What follows belongs to an exercise in optimizing a design on an open flow for small area and few clock cycles; a production flow would make more cautious choices.
In this exercise RTL edits were held to simulation tests only and were not proved equivalent to the original.
Power is estimated from default activity; no workload was simulated.

===== design/flow/config.mk =====
export PLATFORM = sky130hd
export DESIGN_NAME = lm96570_cfg_seq
export DESIGN_NICKNAME = lm96570_cfg_seq
export VERILOG_FILES = /design/flow/design.v
export SDC_FILE = /design/flow/constraint.sdc
export NUM_CORES = 4
export LEC_CHECK = 0
export CAP_MARGIN = 20
export CORE_MARGIN = 2
export CORE_UTILIZATION = 50
export SLEW_MARGIN = 20

===== design/flow/constraint.sdc =====
create_clock -name core_clock -period 5.0 [get_ports {CLK}]
set_input_delay 1.0000 -clock core_clock [delete_from_list [all_inputs] [get_ports {CLK}]]
set_output_delay 1.0000 -clock core_clock [all_outputs]
set_load 0.01 [all_outputs]

===== design/flow/design.v =====
package lm96570_pkg;
  localparam int DATA_WIDTH = 70;
  localparam int NBIT_WIDTH = 8;
  localparam int DEPTH      = 16;
  localparam int ADDR_W     = 4;
  localparam logic [1:0] ERR_OK       = 2'b00;
  localparam logic [1:0] ERR_MISMATCH = 2'b01;
  localparam logic [1:0] ERR_TIMEOUT  = 2'b10;
  typedef enum logic [8:0] {
    S_IDLE    = 9'b000000001,
    S_LOAD    = 9'b000000010,
    S_ISSUE_W = 9'b000000100,
    S_WAIT_W  = 9'b000001000,
    S_ISSUE_R = 9'b000010000,
    S_WAIT_R  = 9'b000100000,
    S_CHECK   = 9'b001000000,
    S_NEXT    = 9'b010000000,
    S_FINISH  = 9'b100000000
  } seq_state_t;
  typedef struct packed {
    logic [NBIT_WIDTH-1:0] nbit;
    logic [DATA_WIDTH-1:0] data;
  } tbl_entry_t;
endpackage
import lm96570_pkg::*;
module lm96570_cfg_table
(
  input  logic                    CLK,
  input  logic                    we,
  input  logic [ADDR_W-1:0]       waddr,
  input  lm96570_pkg::tbl_entry_t wdata,
  input  logic [ADDR_W-1:0]       raddr,
  output lm96570_pkg::tbl_entry_t rdata
);
  logic [NBIT_WIDTH+DATA_WIDTH-1:0] mem [0:DEPTH-1];
  always_ff @(posedge CLK) begin
    if (we) mem[waddr] <= wdata;
  end
  always_comb begin
    rdata = '0;
    for (int i = 0; i < DEPTH; i++)
      rdata = rdata | (mem[i] & {(NBIT_WIDTH+DATA_WIDTH){raddr == ADDR_W'(i)}});
  end
endmodule
import lm96570_pkg::*;
module lm96570_cfg_seq
#(
  parameter int RW_BIT   = 0,
  parameter int HDR_BITS = 6,
  parameter int TMR_W    = 10    
) (
  input  logic                  CLK,
  input  logic                  RESET,
  input  logic                  TBL_WE,
  input  logic [ADDR_W-1:0]     TBL_ADDR,
  input  logic [DATA_WIDTH-1:0] TBL_DATA,
  input  logic [NBIT_WIDTH-1:0] TBL_NBIT,
  input  logic                  GO,
  input  logic                  VERIFY_EN,
  input  logic [ADDR_W:0]       NUM_ENTRIES,
  output logic                  BUSY,
  output logic                  DONE,
  output logic [1:0]            ERR_CODE,
  output logic [ADDR_W-1:0]     ERR_IDX,
  output logic                  SPI_START,
  output logic [DATA_WIDTH-1:0] SPI_DATA,
  output logic [NBIT_WIDTH-1:0] SPI_NBIT,
  input  logic                  SPI_DONE,
  input  logic [DATA_WIDTH-1:0] SPI_RD_DATA
);
  logic              run;       
  logic              first;     
  logic              zero;      
  logic              fly;       
  logic              rdf;       
  logic              ver;       
  logic [ADDR_W-1:0] nx;        
  logic [ADDR_W-1:0] nend;      
  logic              done_q;
  logic [TMR_W-1:0]  timer;
  logic [1:0]        err_q;
  logic [ADDR_W-1:0] erri_q;
  lm96570_pkg::tbl_entry_t hold;
  lm96570_pkg::tbl_entry_t rd_entry;
  lm96570_pkg::tbl_entry_t wr_entry;
  assign wr_entry.nbit = TBL_NBIT;
  assign wr_entry.data = TBL_DATA;
  lm96570_cfg_table u_table (
    .CLK   (CLK),
    .we    (TBL_WE),
    .waddr (TBL_ADDR),
    .wdata (wr_entry),
    .raddr (nx),
    .rdata (rd_entry)
  );
  logic                  acc, ev, tmo, mism, lastent;
  logic                  adv, start_rd, start_wr, sel, end_now;
  logic                  mism_end, tmo_end;
  logic [DATA_WIDTH-1:0] cmp_mask;
  logic [ADDR_W-1:0]     cur;
  assign acc     = GO & ~run;
  assign ev      = fly & SPI_DONE & ~done_q;
  assign tmo     = fly & (&timer);
  assign lastent = (nx == nend);
  assign cur     = nx - 1'b1;
  always_comb begin
    cmp_mask = '0;
    for (int i = HDR_BITS; i < DATA_WIDTH; i++)
      cmp_mask[i] = (i < 32'(hold.nbit));
  end
  assign mism = rdf & (((SPI_RD_DATA ^ hold.data) & cmp_mask) != '0);
  assign adv      = ev & (rdf ? ~mism : ~ver);
  assign start_rd = ev & ~rdf & ver;
  assign start_wr = first | (adv & ~lastent);
  assign mism_end = ev & mism;
  assign tmo_end  = tmo & ~ev;
  assign end_now  = run & (zero | tmo_end | mism_end | (adv & lastent));
  assign sel      = first | (ev & (rdf | ~ver));
  assign SPI_START = start_wr | start_rd;
  assign DONE      = end_now;
  assign BUSY      = run & ~end_now;
  assign SPI_DATA[DATA_WIDTH-1:1] = sel ? rd_entry.data[DATA_WIDTH-1:1] : hold.data[DATA_WIDTH-1:1];
  assign SPI_DATA[RW_BIT]         = sel ? rd_entry.data[RW_BIT] : (hold.data[RW_BIT] | rdf | ev);
  assign SPI_NBIT                 = sel ? rd_entry.nbit : hold.nbit;
  assign ERR_CODE = run ? {tmo_end, mism_end} : err_q;
  assign ERR_IDX  = run ? ((tmo_end | mism_end) ? cur : '0) : erri_q;
  always_ff @(posedge CLK) begin
    done_q <= SPI_DONE;
    if (sel) hold <= rd_entry;
    if (SPI_START) timer <= '0;
    else           timer <= timer + 1'b1;
  end
  always_ff @(posedge CLK or posedge RESET) begin
    if (RESET) begin
      run    <= 1'b0;
      first  <= 1'b0;
      zero   <= 1'b0;
      fly    <= 1'b0;
      rdf    <= 1'b0;
      ver    <= 1'b0;
      nx     <= '0;
      nend   <= '0;
      err_q  <= ERR_OK;
      erri_q <= '0;
    end else begin
      first <= acc & (NUM_ENTRIES != '0);
      zero  <= acc & (NUM_ENTRIES == '0);
      if (acc) begin
        run  <= 1'b1;
        ver  <= VERIFY_EN;
        nx   <= '0;
        nend <= NUM_ENTRIES[ADDR_W] ? '0 : NUM_ENTRIES[ADDR_W-1:0];
      end
      if (end_now) begin
        run    <= 1'b0;
        err_q  <= ERR_CODE;
        erri_q <= ERR_IDX;
      end
      fly <= SPI_START | (fly & ~ev & ~end_now);
      if (start_wr) begin
        rdf <= 1'b0;
        nx  <= nx + 1'b1;
      end else if (start_rd) begin
        rdf <= 1'b1;
      end
    end
  end
endmodule

===== design/flow/run.sh =====
#!/bin/bash
# synth_recipe.tcl (not shown) runs the flow's synth.tcl, then flattens the netlist and writes it again
# the make line also repeats each setting of config.mk as NAME=value (left out here)
make -C /OpenROAD-flow-scripts/flow DESIGN_CONFIG=/design/flow/config.mk WORK_HOME=/design/flow/orfs CLKGATE_MAP_FILE= SYNTH_SCRIPT=/design/flow/synth_recipe.tcl finish

==> flow_summary.toml <==
[drt]
drt_iter0_drc = 4420
drt_first_pass_iters = 7
post-route-drc-count = 0
viasPerCell = 6.583
routed_wl_mm = 162.9
via_count = 31120
antenna_left = 0
routedWlPerCell_um = 34.46

[clock_network]
cts_buffers = 138
clk_latency_ns = 0.75
path_clk_slew_ns = 0.06
cts_tree = "built"
clock-root-buffer = "clkbuf_16"
ctsHoldBuffers = 0
htree_levels = 4
cts_sinks = 1357
cts_max_path_buffers = 3

[critical_path]
r2r_end = "nx[2]"
rr_worst_depth = 12
r2r_slack_ns = 1.65
cp-end-kind = "output port"
cp_cell_sequence = "nor2b_4 -> and2_4 -> buf_4 -> a22o_1 -> a221oi_1 -> nand4_1 -> nor2_1 -> nor2_1 -> clkdlybuf4s50_1"
required_ns = 4.00
arrival_ns = 4.03
slowest_stage = "dfrtp_2"
path_class = "flip-flop to output port"
cpPeakStageDelay_ns = 0.66
cp_top_family = "simple AND/OR/NAND/NOR gates"
cp_max_fo = 12
cpMostUsedCell = "nor2_1"
r2r-start = "hold[72]"
worst-path-buf-inv = 2
critPathLaunchType = "flip-flop"
cp-startpoint = "nx[3]"

[synth]
async_flop_share = 0.01474
synth_warnings = 2
ys.flop_type = "edfxtp_1"
synth.net_count = 2983
netlist_instances = 2814
synth_area_um2 = 50480
synth_edf_count = 1326
synth_cell_type_count = 61
ys_seq_area_frac = 0.8031
syn_area_per_cell_um2 = 17.94
ys_ff_latch = 1357

[floorplanning]
rows = 116
coreArea_um2 = 100100
fp.dieW_um = 321.7
initial_utilization = 0.5040
dieArea_um2 = 103500
pin_count = 250
die_h_um = 321.7

[power]
internal_power_mw = 22.42
power_mw = 31.66
power.clock.fraction = 0.323
total_leakage_power_nw = 19.84
p_per_area_nw_per_um2 = 514.1
comb_power_share = 0.247
p_seq_frac = 0.430
switching_share = 0.2919
ir_worst_vdd_mv = 0.3202
power_switching_mw = 9.241

[timing]
skew_ns = 0.02691
max_slew_margin = 0.3296
worst_slew_pin_slew_ns = 1.003
setup_slack_ns = -0.02686
holdWs_ns = 0.4665
fin_crit_ns = 5.027
rsz0062_at_grt = "true"
clock.fmax_ghz = 0.1989
hold_viol = 0
tns_ns = -0.05823
setup_viol = 3
drv_slew = 0
period_share = 1.005

[global_routing]
antenna_found_initial = 7
grt_pass1_wl_mm = 224.1
grt_pass1_vias = 29900
grt_util_all_layers = 0.3102
grt_overflow = 0
grt_max_degree = 79

[outcome]
failed_checks = "setup timing"
outcome = "complete, but fails checks"

[placement]
portBuffers = 243
gp_congestion = 0.9263
dpl.hpwl_mm = 87.65
placed_area_um2 = 56040

[cells_and_area]
multi_input_area_um2 = 9687
drive_gt1_frac = 0.1776
regArea_um2 = 40540
final_cell_mix = "edfxtp_1, a22oi_1, clkdlybuf4s50_1"
area_growth_pct = 22.02
layout_commonest_cell = "edfxtp_1"
fin_area_um2 = 61590
nets = 3484
fill_cells = 7152

[hold_path]
worstHoldPathType = "flip-flop to flip-flop"
hold_path_end = "timer[0]"
min_path_cells = 1
worstHoldStart = "timer[0]"

[job]
max_cap_violations = 0
## worst register-to-register path, cell delays in order, from the launching register on
cell and delay (ns):
edfxtp_1 0.57, buf_4 0.25, nand2_1 0.19, a22oi_1 0.15, or4_4 0.52, nor3b_2 0.22
a31oi_2 0.13, a2111oi_4 0.25, buf_4 0.21, buf_4 0.12, nand4_1 0.12, and2_1 0.26
a31o_1 0.25
## cells by family after synthesis
group	count (synthesis)	synth area share
AND/OR/NAND/NOR	405	0.04348
adder cells (fa/ha/maj)	6	0.001487
XOR/XNOR	79	0.01371
multiplexers	48	0.01063
buffers and inverters	192	0.01460
AO/OA/AOI/OAI	727	0.1130
flip-flops	1357	0.8031
## power groups by stage
stage	registers (mW)	clock network, mW	logic (mW)
floorplan	13.7	0	3.36
global placement	13.8	0	6.98
detailed placement	13.9	0	7.02
CTS	13.6	10.3	7.46
global route	13.7	10.7	8.13
finish	13.6	10.2	7.83
## layer usage
metal	up-vias	routed length (µm)	share of wire	GRT usage
met5	-	189	0.0012	0
met2	2041	73860	0.45	0.4734
met1	16080	64500	0.40	0.4434
met3	272	19340	0.12	0.07545
li1	12710	-	-	-
met4	13	5021	0.031	0.09730
## state kept, by name, summed over array words and instances, names as in the netlist
register / flops
done_q: 1
err_q: 2
erri_q: 4
first: 1
fly: 1
hold: 78
nend: 4
nx: 4
rdf: 1
run: 1
timer: 10
u_table.mem: 1248
ver: 1
zero: 1
## how the worst max path moves through the flow
stage / endpoint / slack (ns) / cells past startpoint
2_1_floorplan: u_table.mem[1][0] / -0.32 / 2
3_3_place_gp: SPI_START / -0.39 / 12
3_5_place_dp: ERR_IDX[0] / -0.37 / 12
4_1_cts: SPI_DATA[59] / -0.02 / 8
5_1_grt: BUSY / -0.06 / 13
6_report: SPI_DATA[59] / -0.03 / 9
## cell usage after synthesis (3+ instances only)
library cell | instances | share of area
a21oi_1 | 45 | 0.0045
dfxtp_1 | 11 | 0.0044
edfxtp_1 | 1326 | 0.79
nand2b_1 | 11 | 0.0014
and3_1 | 59 | 0.0073
o211ai_1 | 4 | 0.00059
clkbuf_1 | 138 | 0.010
nand3_1 | 10 | 0.00099
xor2_1 | 12 | 0.0021
o21ai_0 | 14 | 0.0014
inv_1 | 16 | 0.0012
buf_2 | 4 | 0.00040
nor2b_1 | 3 | 0.00037
ha_1 | 6 | 0.0015
and2_1 | 16 | 0.0020
nor3_1 | 9 | 0.00089
and4_1 | 9 | 0.0016
buf_1 | 31 | 0.0023
nor4_1 | 6 | 0.00074
o22ai_1 | 6 | 0.00074
nand2_1 | 30 | 0.0022
a221oi_1 | 146 | 0.025
mux2i_1 | 3 | 0.00059
dfrtp_1 | 20 | 0.0099
nor2_1 | 139 | 0.010
nand4_1 | 83 | 0.010
a22o_1 | 145 | 0.025
a31oi_1 | 4 | 0.00050
nand4b_1 | 16 | 0.0028
a22oi_1 | 338 | 0.050
xnor2_1 | 67 | 0.012
mux2_2 | 45 | 0.010
a21o_1 | 3 | 0.00045
o2bb2ai_1 | 4 | 0.00069
## timing repair
action                     CTS  global route
cloned                      12             5
gates resized for setup     34            37
buffers inserted            52            20
setup endpoints to repair   79            66
pin swaps                   21            14
## cell type report
cell class              instances  share of cell area
inverters                      17            0.001117
repair buffers                520             0.08410
clock inverters                76             0.01221
multi-input cells            1281              0.1573
well taps                    1298             0.02637
diodes                          5           0.0002031
clock buffers                 173             0.06044
flip-flops and latches       1357              0.6583
## metrics by stage
stage / instances / util / setup WS [ns]
2_1_floorplan: 2814 / - / -0.3207
3_3_place_gp: 4384 / 0.5596 / -0.3851
3_5_place_dp: 4384 / 0.5596 / -0.3700
4_1_cts: 4697 / 0.6114 / -0.01504
5_1_grt: 4724 / 0.6149 / -0.05912
6_report: 4727 / 0.6150 / -0.02686
Testbench counts, summed over its fixed seeds: cycles 50,498.

afterwards: timing with drivers on the ports:
The flow's constraints put no driver on any port. The routed layout listed below was extracted and timed again, unchanged, in two steps. Step 1 (the two cells are an assumption about what drives the block):
set clk [get_ports {CLK}]
set_driving_cell -lib_cell sky130_fd_sc_hd__clkbuf_16 $clk
set_driving_cell -lib_cell sky130_fd_sc_hd__buf_2 [delete_from_list [all_inputs] $clk]
Step 2 moves the port delays by t, midway between the first and last clock arrival at a register: inputs arrive t later, outputs are due t later. That takes back most of the time a late clock gives input paths. Three values: no drivers, after step 1, after step 2; two values: the first two.
shift t [ns]: 0.816
setup slack, ns: -0.027 / -0.103 / 0.038
clock arrival spread, ns: 0.029 / 0.029
slew at the worst register clock pin (ns): 0.06 / 0.06
For this run, drivers alone change the setup slack by -0.076 ns; drivers and shift together by +0.065 ns.
